From an optimization exercise on the open Yosys and OpenROAD flow, aimed at small area; shortcuts taken in it are not production practice. In this exercise RTL edits were held to simulation tests only and were not proved equivalent to the original. Power and IR drop assume default switching activity.

[design/flow/run.sh]
#!/bin/bash
# synth_recipe.tcl (not shown) runs the flow's synth.tcl, then flattens the netlist and writes it again
# the make line also repeats each setting of config.mk as NAME=value (left out here)
make -C /OpenROAD-flow-scripts/flow DESIGN_CONFIG=/design/flow/config.mk WORK_HOME=/design/flow/orfs CLKGATE_MAP_FILE= SYNTH_SCRIPT=/design/flow/synth_recipe.tcl finish
[design/flow/config.mk]
export PLATFORM = sky130hd
export DESIGN_NAME = rv_core_top
export DESIGN_NICKNAME = rv_core_top
export VERILOG_FILES = /design/flow/design.v
export SDC_FILE = /design/flow/constraint.sdc
export NUM_CORES = 4
export LEC_CHECK = 0
export CAP_MARGIN = 20
export CORE_MARGIN = 2
export CORE_UTILIZATION = 40
export SLEW_MARGIN = 20
[design/flow/constraint.sdc]
create_clock -name core_clock -period 8.0 [get_ports {clk}]
set_input_delay 1.6000 -clock core_clock [delete_from_list [all_inputs] [get_ports {clk}]]
set_output_delay 1.6000 -clock core_clock [all_outputs]
set_load 0.01 [all_outputs]
[design/flow/design.v]
`timescale 1ns/1ps
package rv_pkg;
    localparam int XLEN       = 32;  
    localparam int REG_AW     = 5;   
    localparam int IMEM_DEPTH = 64;  
    localparam int IMEM_AW    = 6;   
    localparam int DMEM_DEPTH = 32;  
    localparam int DMEM_AW    = 5;   
    typedef logic [XLEN-1:0]   word_t;      
    typedef logic [REG_AW-1:0] reg_addr_t;  
    typedef logic [6:0]        opcode_t;    
    typedef logic [2:0]        funct3_t;    
    localparam opcode_t OPC_OP     = 7'b0110011;  
    localparam opcode_t OPC_OP_IMM = 7'b0010011;  
    localparam opcode_t OPC_LOAD   = 7'b0000011;  
    localparam opcode_t OPC_STORE  = 7'b0100011;  
    localparam funct3_t F3_ADD_SUB = 3'b000;  
    localparam funct3_t F3_XOR     = 3'b100;
    localparam funct3_t F3_OR      = 3'b110;
    localparam funct3_t F3_AND     = 3'b111;
    localparam funct3_t F3_LW_SW   = 3'b010;  
endpackage
`timescale 1ns/1ps
module fetch_stage (
    input  logic                       clk,
    input  logic                       reset_i,
    input  logic                       run_i,         
    input  logic                       imem_we_i,     
    input  logic [rv_pkg::IMEM_AW-1:0] imem_addr_i,   
    input  rv_pkg::word_t              imem_wdata_i,  
    output logic                       f_valid_o,     
    output rv_pkg::word_t              f_instr_o      
);
    rv_pkg::word_t              imem [rv_pkg::IMEM_DEPTH];  
    logic [rv_pkg::IMEM_AW+1:0] pc_q;               
    logic [rv_pkg::IMEM_AW-1:0] pc_word;            
    assign pc_word = pc_q[rv_pkg::IMEM_AW+1:2];  
    always_ff @(posedge clk) begin
        if (imem_we_i) begin
            imem[imem_addr_i] <= imem_wdata_i;  
        end
    end
    always_ff @(posedge clk) begin
        if (reset_i) begin
            pc_q      <= '0;    
            f_valid_o <= 1'b0;
        end else begin
            f_valid_o <= run_i;  
            if (run_i) begin
                pc_q <= pc_q + (rv_pkg::IMEM_AW+2)'(4);  
            end
        end
    end
    always_ff @(posedge clk) begin
        if (run_i) begin
            f_instr_o <= imem[pc_word];  
        end
    end
endmodule
`timescale 1ns/1ps
module pipeline_decode (
    input  logic              clk,
    input  logic              reset_i,
    input  logic              f_valid_i,     
    input  rv_pkg::word_t     f_instr_i,     
    input  logic              reg_write_i,   
    input  rv_pkg::reg_addr_t write_reg_i,   
    input  rv_pkg::word_t     write_data_i,  
    output logic              dec_valid,       
    output rv_pkg::opcode_t   dec_opcode,
    output rv_pkg::funct3_t   dec_funct3,
    output logic              dec_funct7_5,
    output rv_pkg::reg_addr_t dec_rd,
    output rv_pkg::word_t     dec_offset,
    output rv_pkg::word_t     dec_read_data1,
    output rv_pkg::word_t     dec_read_data2
);
    logic      valid_q;     
    rv_pkg::opcode_t   opcode_q;
    rv_pkg::funct3_t   funct3_q;
    logic      funct7_5_q;  
    rv_pkg::reg_addr_t rs1_q;
    rv_pkg::reg_addr_t rs2_q;
    rv_pkg::reg_addr_t rd_q;
    rv_pkg::word_t     offset_q;    
    rv_pkg::word_t     imm_i;       
    rv_pkg::word_t     imm_s;       
    rv_pkg::word_t     regs [2**rv_pkg::REG_AW];  
    assign imm_i = {{(rv_pkg::XLEN-12){f_instr_i[31]}}, f_instr_i[31:20]};
    assign imm_s = {{(rv_pkg::XLEN-12){f_instr_i[31]}}, f_instr_i[31:25], f_instr_i[11:7]};
    always_ff @(posedge clk) begin
        if (reset_i) begin
            valid_q <= 1'b0;
        end else begin
            valid_q <= f_valid_i;  
        end
    end
    always_ff @(posedge clk) begin
        if (f_valid_i) begin
            opcode_q   <= f_instr_i[6:0];
            funct3_q   <= f_instr_i[14:12];
            funct7_5_q <= f_instr_i[30];
            rs1_q      <= f_instr_i[19:15];  
            rs2_q      <= f_instr_i[24:20];  
            rd_q       <= f_instr_i[11:7];
            if (f_instr_i[6:0] == rv_pkg::OPC_STORE) begin
                offset_q <= imm_s;  
            end else begin
                offset_q <= imm_i;  
            end
        end
    end
    always_ff @(posedge clk) begin
        if (reset_i) begin
            for (int i = 0; i < 2**rv_pkg::REG_AW; i++) begin
                regs[i] <= '0;  
            end
        end else if (reg_write_i && (write_reg_i != '0)) begin
            regs[write_reg_i] <= write_data_i;  
        end
    end
    assign dec_valid      = valid_q;
    assign dec_opcode     = opcode_q;
    assign dec_funct3     = funct3_q;
    assign dec_funct7_5   = funct7_5_q;
    assign dec_rd         = rd_q;
    assign dec_offset     = offset_q;
    assign dec_read_data1 = (rs1_q == '0) ? '0 : regs[rs1_q];  
    assign dec_read_data2 = (rs2_q == '0) ? '0 : regs[rs2_q];  
endmodule
`timescale 1ns/1ps
module execute_stage (
    input  logic              clk,
    input  logic              reset_i,
    input  logic              dec_valid,      
    input  rv_pkg::opcode_t   dec_opcode,
    input  rv_pkg::funct3_t   dec_funct3,
    input  logic              dec_funct7_5,
    input  rv_pkg::reg_addr_t dec_rd,
    input  rv_pkg::word_t     dec_offset,
    input  rv_pkg::word_t     dec_read_data1,
    input  rv_pkg::word_t     dec_read_data2,
    output logic              reg_write_o,    
    output rv_pkg::reg_addr_t write_reg_o,    
    output rv_pkg::word_t     write_data_o,   
    output logic              wb_valid_o,     
    output rv_pkg::reg_addr_t wb_rd_o,        
    output rv_pkg::word_t     wb_data_o,      
    output logic              store_valid_o,  
    output rv_pkg::word_t     store_addr_o,   
    output rv_pkg::word_t     store_data_o    
);
    rv_pkg::word_t              addr;        
    logic [rv_pkg::DMEM_AW-1:0] dmem_idx;    
    rv_pkg::word_t              result;      
    logic               is_retire;   
    logic               is_store;    
    logic               store_now;   
    rv_pkg::word_t              dmem [rv_pkg::DMEM_DEPTH];  
    assign addr     = dec_read_data1 + dec_offset;  
    assign dmem_idx = addr[rv_pkg::DMEM_AW+1:2];            
    always_comb begin
        result    = '0;
        is_retire = 1'b0;
        is_store  = 1'b0;
        case (dec_opcode)
            rv_pkg::OPC_OP: begin
                is_retire = 1'b1;
                case (dec_funct3)
                    rv_pkg::F3_ADD_SUB: result = dec_funct7_5 ? dec_read_data1 - dec_read_data2
                                                      : dec_read_data1 + dec_read_data2;
                    rv_pkg::F3_XOR:     result = dec_read_data1 ^ dec_read_data2;
                    rv_pkg::F3_OR:      result = dec_read_data1 | dec_read_data2;
                    rv_pkg::F3_AND:     result = dec_read_data1 & dec_read_data2;
                    default:    is_retire = 1'b0;  
                endcase
            end
            rv_pkg::OPC_OP_IMM: begin
                if (dec_funct3 == rv_pkg::F3_ADD_SUB) begin
                    is_retire = 1'b1;
                    result    = addr;  
                end
            end
            rv_pkg::OPC_LOAD: begin
                if (dec_funct3 == rv_pkg::F3_LW_SW) begin
                    is_retire = 1'b1;
                    result    = dmem[dmem_idx];  
                end
            end
            rv_pkg::OPC_STORE: begin
                is_store = (dec_funct3 == rv_pkg::F3_LW_SW);  
            end
            default: begin
                is_retire = 1'b0;  
            end
        endcase
    end
    assign store_now = dec_valid & is_store;
    assign reg_write_o  = dec_valid & is_retire;
    assign write_reg_o  = dec_rd;   
    assign write_data_o = result;
    always_ff @(posedge clk) begin
        if (reset_i) begin
            for (int i = 0; i < rv_pkg::DMEM_DEPTH; i++) begin
                dmem[i] <= '0;
            end
        end else if (store_now) begin
            dmem[dmem_idx] <= dec_read_data2;  
        end
    end
    always_ff @(posedge clk) begin
        if (reset_i) begin
            wb_valid_o    <= 1'b0;
            store_valid_o <= 1'b0;
        end else begin
            wb_valid_o    <= reg_write_o;  
            store_valid_o <= store_now;
        end
    end
    always_ff @(posedge clk) begin
        if (reg_write_o) begin
            wb_rd_o   <= dec_rd;
            wb_data_o <= result;
        end
        if (store_now) begin
            store_addr_o <= addr;            
            store_data_o <= dec_read_data2;
        end
    end
endmodule
`timescale 1ns/1ps
module rv_core_top (
    input  logic                       clk,
    input  logic                       reset_i,
    input  logic                       imem_we_i,      
    input  logic [rv_pkg::IMEM_AW-1:0] imem_addr_i,    
    input  rv_pkg::word_t              imem_wdata_i,   
    input  logic                       run_i,          
    output logic                       wb_valid_o,     
    output rv_pkg::reg_addr_t          wb_rd_o,        
    output rv_pkg::word_t              wb_data_o,      
    output logic                       store_valid_o,  
    output rv_pkg::word_t              store_addr_o,   
    output rv_pkg::word_t              store_data_o    
);
    logic      f_valid;       
    rv_pkg::word_t     f_instr;
    logic      wb_reg_write;  
    rv_pkg::reg_addr_t wb_rd;
    rv_pkg::word_t     wb_data;
    logic      dec_valid;     
    rv_pkg::opcode_t   dec_opcode;
    rv_pkg::funct3_t   dec_funct3;
    logic      dec_funct7_5;
    rv_pkg::reg_addr_t dec_rd;
    rv_pkg::word_t     dec_offset;
    rv_pkg::word_t     dec_read_data1;
    rv_pkg::word_t     dec_read_data2;
    fetch_stage u_fetch (
        .clk          (clk),
        .reset_i      (reset_i),
        .run_i        (run_i),
        .imem_we_i    (imem_we_i),
        .imem_addr_i  (imem_addr_i),
        .imem_wdata_i (imem_wdata_i),
        .f_valid_o    (f_valid),
        .f_instr_o    (f_instr)
    );
    pipeline_decode u_decode (
        .clk          (clk),
        .reset_i      (reset_i),
        .f_valid_i    (f_valid),
        .f_instr_i    (f_instr),
        .reg_write_i  (wb_reg_write),
        .write_reg_i  (wb_rd),
        .write_data_i (wb_data),
        .dec_valid    (dec_valid),
        .dec_opcode   (dec_opcode),
        .dec_funct3   (dec_funct3),
        .dec_funct7_5 (dec_funct7_5),
        .dec_rd       (dec_rd),
        .dec_offset   (dec_offset),
        .dec_read_data1(dec_read_data1),
        .dec_read_data2(dec_read_data2)
    );
    execute_stage u_execute (
        .clk           (clk),
        .reset_i       (reset_i),
        .dec_valid     (dec_valid),
        .dec_opcode    (dec_opcode),
        .dec_funct3    (dec_funct3),
        .dec_funct7_5  (dec_funct7_5),
        .dec_rd        (dec_rd),
        .dec_offset    (dec_offset),
        .dec_read_data1(dec_read_data1),
        .dec_read_data2(dec_read_data2),
        .reg_write_o   (wb_reg_write),
        .write_reg_o   (wb_rd),
        .write_data_o  (wb_data),
        .wb_valid_o    (wb_valid_o),
        .wb_rd_o       (wb_rd_o),
        .wb_data_o     (wb_data_o),
        .store_valid_o (store_valid_o),
        .store_addr_o  (store_addr_o),
        .store_data_o  (store_data_o)
    );
endmodule
==> summary.txt <==
Timing
  – Hold Worst Slack: 0.424 ns
  – Worst Tran Pin Value: 1.22 ns
  – Final Setup Violations: 0
  – Final worst-path cycle share: 96.1%
  – Worst setup margin: 0.315 ns
  – Max-slew headroom: 18.6%
  – Max-slew violation count: 0
  – Fin crit period: 7.68 ns
  – Unrepaired setup endpoints after global routing: false
  – Clk_skew: 0.0728 ns
  – Hold Vio Cnt, Final: 0
  – Final setup TNS: 0 ns
  – Peak Freq: 130 MHz

Synthesis
  – Post-synth EDFFs: 4266
  – Dominant cell type by area after synthesis: edfxtp_1
  – Synth Cell Area: 185000 um2
  – Number of cells produced by synthesis: 10.5k
  – Sequential fraction of the synthesis area: 69.4%
  – Yosys Warn Count: 3
  – Area contributors post-synth: edfxtp_1 (69%), mux4_2 (18%), nor2_1 (4.4%)
  – Yosys top cell area share: 69.2%
  – Ys async rst share: 0%
  – Netlist cell types: 78
  – Synthesized area per cell: 17.6 um2
  – Ys flop type: edfxtp_1
  – Most common cell in the netlist: edfxtp_1
  – Number of synthesized register bits: 4286
  – Synth cell count leaders: edfxtp_1 (4266), nor2_1 (2162), mux4_2 (1513)

Routing
  – Final ANT Viol Nets: 0
  – Detailed-route via count: 106k
  – Avg WL per Cell: 33.3 um
  – Drt first pass iters: 8
  – # DRC: 0
  – Via density: 6.12
  – DRT iter0 DRCs: 15.5k
  – Routed Wire Length: 576 mm

Placement
  – Hpwl dp: 347 mm
  – PortBufs: 144
  – GPL Wtd Cong: 0.897
  – Placement Cell Area: 197000 um2
  – Worst slack, placed: 0.369 ns

Setup path
  – Reg2Reg Depth: 24
  – Critical path endpoint: u_decode.regs[6][31]
  – R2r endpoint: u_decode.regs[6][31]
  – Data required, critical path: 8.71 ns
  – Critical path fanouts, max: 37
  – Crit. End Element: flip-flop
  – CP arrival: 8.40 ns
  – CP Class: flip-flop to flip-flop
  – R2R setup slack: 0.32 ns
  – CP Launch Type: flip-flop

Die
  – Die footprint: 468000 um2
  – Die X: 684 um
  – Core Box Area: 460000 um2
  – Row count: 249
  – Starting Density: 40.2%
  – I/O Pins: 145
  – Die H: 684 um

Global route
  – Global-route wire length before repair: 812 mm
  – Largest net degree at the start of global routing: 107
  – Vias in the first global route: 107k
  – Initial antenna violation count: 30
  – Tot GR Track Use: 24.2%
  – Grt total ovfl: 0

Clocking
  – Clock-pin transition on the worst setup and hold timing paths: 0.06 ns
  – H-tree Lvls: 5
  – CTS Buffer Depth: 4
  – Hold_buf cts: 0
  – Num CTS Buffers: 438
  – Clock tree sinks: 4286
  – CTS tree: yes
  – Worst-Skew Late Latency: 1.02 ns
  – Root Driver: clkbuf_16

Power
  – Power per Cell Area: 256 nW/um2
  – Peak supply drop: 0.220 mV
  – Leakage: 68.2 nW
  – Total power: 53.8 mW

Finish
  – Share of cells above drive strength 1: 26.1%
  – Design area: 210000 um2
  – Area growth, synth to finish: 13.6%
  – FF+latch area: 129000 um2
  – Nets@finish: 11.0k
  – Filler cells: 39.1k
  – Multi-input logic area: 54200 um2

Flow run
  – Max cap viols: 0

Run status
  – Status: complete, no violations

Min path
  – Hold Crit Class: flip-flop to flip-flop
-- per-layer routing --
metal | vias up | track usage (%) | wire length [um]
met3 | 1242 | 4.56 | 58500
li1 | 41997 | - | -
met4 | 8 | 10.6 | 29600
met1 | 56199 | 32.9 | 218000
met2 | 6522 | 38.3 | 270000
met5 | - | 0 | 56
-- cell usage in the layout, fill, tap and decap left out, drive strengths merged, types with 10 or more instances in the layout --
cell,instances
xor2,24
nand2b,101
nand3,51
edfxtp,4266
bufinv,25
a21oi,122
nand4,10
buf,536
inv,137
clkdlybuf4s50,110
and3,41
o21ai,108
nor2,2181
conb,32
a22oi,12
xnor2,59
mux4,1513
o22ai,51
or3,12
a211oi,47
nand2,347
a311oi,18
a21o,41
ha,126
a31oi,46
clkinvlp,10
o221ai,14
a221oi,44
mux2i,66
clkinv,215
clkbuf,539
dfxtp,20
nor2b,23
mux2,16
nor3,58
-- worst min path at each step --
| stage | startpoint | slack (ns) | to | cells past startpoint |
|---|---|---|---|---|
| after global routing | u_fetch.f_instr_o[13] | 0.43 | u_decode.funct3_q[1] | 0 |
| after detailed placement | u_fetch.f_instr_o[26] | 0.41 | u_decode.offset_q[6] | 0 |
| after global placement | u_fetch.f_instr_o[31] | 0.41 | u_decode.offset_q[11] | 0 |
| after floorplan | u_fetch.f_instr_o[12] | 0.40 | u_decode.funct3_q[0] | 0 |
| final | u_fetch.f_instr_o[30] | 0.42 | u_decode.offset_q[10] | 0 |
| after CTS | u_fetch.f_instr_o[13] | 0.43 | u_decode.funct3_q[1] | 0 |
-- what timing repair did --
item                       in CTS  in global routing
buffers inserted                0                  1
setup endpoints to repair       0                 60
resized for setup               0                  1
-- worst max-delay path, cell delays in order, from the launching register on --
cell and delay (ns):
dfxtp_4 0.67, buf_4 0.63, and2_1 0.32, a22oi_1 0.12, a211oi_1 0.94, nor2_4 0.16, ha_1 0.31, nand2_1 0.17
nor3_1 0.08, buf_4 0.16, a31oi_1 0.22, xnor2_1 0.10, ha_1 0.36, nand3_1 0.19, or3_1 0.45, o211ai_1 0.45
o32ai_1 0.18, buf_4 0.18, o21ai_0 0.34, a31oi_1 0.20, xnor2_1 0.19, o21ai_1 0.12, a221oi_4 0.40, buf_12 0.26
nor2_1 0.09
-- through the flow --
step,cells,util [%]
after global routing,17299,45.7
after CTS,17292,45.6
after detailed placement,16495,42.7
after global placement,16491,42.7
after floorplan,10559,-
final,17302,45.7
-- logic make-up (layout without fill, tap and decap cells) --
| family | Yosys count | in the layout | synth area share [%] |
|---|---|---|---|
| AOI/OAI and AO/OA | 586 | 586 | 2.12 |
| xor gates and xnor gates | 83 | 83 | 0.393 |
| adders and majority gates | 128 | 128 | 0.873 |
| buffers and inverters | 984 | 1572 | 2.09 |
| DFF | 4286 | 4286 | 69.4 |
| muxes | 1595 | 1595 | 18.9 |
| other | 1 | 38 | 0.00203 |
| and+or+nand+nor | 2865 | 2865 | 6.24 |
-- sequential cells by signal, indices dropped and copies added, names as in the netlist, 3 cells and up, named ones only --
name / flops
u_decode.rs1_q: 5
u_fetch.f_instr_o: 32
u_execute.dmem: 1024
u_fetch.imem: 2048
u_execute.wb_data_o: 32
u_execute.store_addr_o: 32
u_decode.opcode_q: 7
u_decode.rs2_q: 5
u_decode.rd_q: 5
u_decode.regs: 1024
u_decode.funct3_q: 3
u_decode.offset_q: 12
u_fetch.pc_q: 6
u_execute.wb_rd_o: 5
u_execute.store_data_o: 32
-- area by class of cell --
type | instances | area share [%]
clock inverters | 258 | 0.989
flip-flops and latches | 4286 | 61.1
multi-input cells | 5289 | 25.8
inverters | 129 | 0.234
diodes | 6 | 0.00714
repair buffers | 646 | 2.81
well taps | 6149 | 3.66
clock buffers | 539 | 5.42
-- power breakdown --
part	total [mW]	internal (mW)	switching, mW
Combinational	8.84	3.26	5.58
Sequential	25.4	25.2	0.250
Clock	19.6	10.9	8.67
Total	53.8	39.3	14.5

re-timing with driven ports:
The results above use ideal ports. As a check the final layout listed here was re-extracted and re-timed, cells and wires unchanged.
Step 1 (the two cells are an assumption about what drives the block):
set clk [get_ports {clk}]
set_driving_cell -lib_cell sky130_fd_sc_hd__clkbuf_16 $clk
set_driving_cell -lib_cell sky130_fd_sc_hd__buf_2 [delete_from_list [all_inputs] $clk]
Step 2 also shifts input and output timing later by t, the mid clock arrival at the registers, as if the neighbouring blocks saw the same clock.
Three values: ideal ports, drivers, drivers and shift; two values: the first two.
t (ns): 1.104
slack for setup (ns): 0.315 / 0.315 / 0.315
worst setup path at the end: register to register
worst register clock-pin slew, ns: 0.07 / 0.07
After both steps this run still meets setup and hold. The setup slack of this run moves by 0.000 ns with the drivers and by 0.000 ns with both steps.
